This is an optimization exercise on Yosys and OpenROAD, whose aim is small area, not a production implementation. Only simulation tests tie the RTL to the original design; equivalence was not proved. No activity file was given, so power comes from the tool's default toggle rates.

v6:
// complex_block_correlator_power_top
module complex_block_correlator_power_top #(
    parameter int SAMPLE_BITS = cbcp_pkg::SAMPLE_BITS_DEF
) (
    input  logic                                i_clk,
    input  logic                                i_rst_n,
    input  logic                                i_in_valid,
    output logic                                o_in_stall,
    input  logic signed [SAMPLE_BITS-1:0]       i_sample_real,
    input  logic signed [SAMPLE_BITS-1:0]       i_sample_imag,
    input  logic                                i_end_of_stream,
    output logic                                o_out_valid,
    input  logic                                i_out_stall,
    output logic [cbcp_pkg::BANK_BITS-1:0]      o_filter_index,
    output logic [cbcp_pkg::POWER_BITS-1:0]     o_block_power,
    output logic                                o_last_result
);
Settings: LEC_CHECK=0, CAP_MARGIN=20, CORE_MARGIN=2, CORE_UTILIZATION=60, CTS_BUF_LIST=sky130_fd_sc_hd__clkbuf_16, CTS_CLUSTER_DIAMETER=150, CTS_CLUSTER_SIZE=30, SLEW_MARGIN=20, SYNTH_HIERARCHICAL=1, SYNTH_MINIMUM_KEEP_SIZE=0; clock period 10.0 ns.
run.sh (not shown) runs the stock make flow with config.mk's settings and CLKGATE_MAP_FILE= SYNTH_SCRIPT=/design/flow/synth_recipe.tcl, a recipe that flattens the netlist after the stock synthesis.
The following lists how v7 was set up differently from v6:
Settings: a change of CTS_BUF_LIST from sky130_fd_sc_hd__clkbuf_16 to sky130_fd_sc_hd__clkbuf_8 sky130_fd_sc_hd__clkbuf_16; a change of CTS_CLUSTER_DIAMETER from 150 to 120; a change of CORE_UTILIZATION from 60 to 80.
==> flow/flow/run.sh (new file) <==
#!/bin/bash
set -e
export BUFFER_PORTS_ARGS="-buffer_cell sky130_fd_sc_hd__buf_1"
export CTS_ARGS="-sink_clustering_enable -repair_clock_nets -dont_use_dummy_load -sink_clustering_size 30 -sink_clustering_max_diameter 120 -buf_list {sky130_fd_sc_hd__clkbuf_8 sky130_fd_sc_hd__clkbuf_16}"
bash standard.sh > standard.log 2>&1
==> flow/standard.sh (new file) <==
#!/bin/bash
# synth_recipe.tcl (not shown) runs the flow's synth.tcl, then flattens the netlist and writes it again
# the make line also repeats each setting of config.mk as NAME=value (left out here)
make -C /OpenROAD-flow-scripts/flow DESIGN_CONFIG=/design/flow/config.mk WORK_HOME=/design/flow/orfs CLKGATE_MAP_FILE= SYNTH_SCRIPT=/design/flow/synth_recipe.tcl "${@:-finish}"
removed: flow/run.sh
==> notes.md <==
- Combinational group power of v7 exceeds that of v6 by a few percent.
- The portion of total power attributed to combinational logic number comes out lower for v6 vs v7.
- v7: routed wire length on met3 is about 90% higher than what v6 reported.
- On post-layout worst setup margin, v7 does worse than v6.
- Max-slew headroom at the worst pin: v7 > v6
- v7 against v6: portion of total power attributed to the clock network -0.5 points; internal power consumption held.

========
complex_block_correlator_power_top again, from the RTL that the note above started with.
Settings: LEC_CHECK=0, CAP_MARGIN=20, CORE_MARGIN=2, CORE_UTILIZATION=60, CTS_BUF_LIST=sky130_fd_sc_hd__clkbuf_8 sky130_fd_sc_hd__clkbuf_16, CTS_CLUSTER_DIAMETER=120, CTS_CLUSTER_SIZE=25, SLEW_MARGIN=20, SYNTH_HIERARCHICAL=1, SYNTH_MINIMUM_KEEP_SIZE=0; clock period 10.0 ns.
Stock flow here: none of the scripts above is used.
Next try:
==> flow/flow/run.sh (new file) <==
#!/bin/bash
# Layout flow: the standard ORFS flow, with the port buffers that global
# placement inserts on every input and output made from the smallest buffer
# cell instead of the default one.  Everything else (synthesis, floorplan,
# power grid, tap cells, placement, CTS, routing) is the standard flow.
set -e
export BUFFER_PORTS_ARGS="-buffer_cell sky130_fd_sc_hd__buf_1"
cp standard.sh standard_copy.sh.txt 2>/dev/null || true
bash standard.sh > standard.log 2>&1
==> flow/standard.sh (new file) <==
#!/bin/bash
# synth_recipe.tcl (not shown) runs the flow's synth.tcl, then flattens the netlist and writes it again
# the make line also repeats each setting of config.mk as NAME=value (left out here)
make -C /OpenROAD-flow-scripts/flow DESIGN_CONFIG=/design/flow/config.mk WORK_HOME=/design/flow/orfs CLKGATE_MAP_FILE= SYNTH_SCRIPT=/design/flow/synth_recipe.tcl "${@:-finish}"
Settings changed: CORE_UTILIZATION 60 to 75, CTS_CLUSTER_SIZE 25 to 30.
removed: flow/run.sh
What happened: Synthesized area does not change. Register-to-register slack loses 0.03 ns. Non-clock buffer count is lower by 7. First-iteration DRC count is higher by well over a third.
Next try:
==> flow/run.sh (new file) <==
#!/bin/bash
# synth_recipe.tcl (not shown) runs the flow's synth.tcl, then flattens the netlist and writes it again
# the make line also repeats each setting of config.mk as NAME=value (left out here)
make -C /OpenROAD-flow-scripts/flow DESIGN_CONFIG=/design/flow/config.mk WORK_HOME=/design/flow/orfs CLKGATE_MAP_FILE= SYNTH_SCRIPT=/design/flow/synth_recipe.tcl finish
removed: flow/flow/run.sh
removed: flow/standard.sh
- The new run finished clean
- sequential share of layout area went down by 0.40 points
- worst hold slack gains 0.037 ns
- final area came out higher by 1.2%
- via count is lower by 1.1%
- fmax stays flat
- utilization grows by 0.97 points
- total power barely changes
- first-iteration DRC count increases by 8.2%
- wire length went down by 0.32%
Next try:
Settings changed: CORE_UTILIZATION 75 to 60, CTS_BUF_LIST sky130_fd_sc_hd__clkbuf_8 sky130_fd_sc_hd__clkbuf_16 to sky130_fd_sc_hd__clkbuf_4 sky130_fd_sc_hd__clkbuf_8, CTS_CLUSTER_DIAMETER 120 to default, CTS_CLUSTER_SIZE 30 to default.
=> Register-to-register slack gets better by 0.02 ns. Fmax is about the same. Combinational power went down by about 1%. Die area went up by 25%. Global-route usage went down by 5.4 points. Sequential power hardly moves. Hold slack gets worse by 0.054 ns. Routed wire length went up by 3.2%. First-iteration DRC count went down by 36%. Count of clock-buffer cells in the layout went up by 91.

## static timing again, ports no longer ideal
Ports are ideal in the flow. The routed layouts listed here were re-timed in OpenROAD.
Step 1: set_driving_cell puts a clkbuf_16 on i_clk and a buf_2 on each other input, an assumption about the parent block.
Step 2, shift: input delay + t, output delay - t, t = (earliest + latest rising clock arrival at the registers) / 2. This alone moves slack from input paths to output paths.
Slacks: ideal ports / drivers / drivers and shift; pairs: ideal ports / drivers.
| run | t (ns) | setup slack, ns | hold WS [ns] | worst setup path at the end | slew at the worst register clock pin (ns) |
|---|---|---|---|---|---|
| v6 | 0.632 | 0.534 / 0.534 / 0.534 | 0.437 / 0.437 / 0.437 | register to register | 0.12 / 0.12 |
| v7 | 0.613 | 0.338 / 0.338 / 0.338 | 0.480 / 0.480 / 0.480 | register to register | 0.12 / 0.12 |
| the first run of note 2 | 0.653 | 0.523 / 0.523 / 0.523 | 0.435 / 0.435 / 0.435 | register to register | 0.11 / 0.11 |
| the second run of note 2 | 0.648 | 0.493 / 0.493 / 0.493 | 0.441 / 0.441 / 0.441 | register to register | 0.12 / 0.12 |
| the third run of note 2 | 0.617 | 0.489 / 0.489 / 0.489 | 0.478 / 0.478 / 0.478 | register to register | 0.11 / 0.11 |
| the fourth run of note 2 | 0.705 | 0.505 / 0.505 / 0.505 | 0.424 / 0.424 / 0.424 | register to register | 0.07 / 0.07 |
After both steps setup and hold are still met in every run listed.
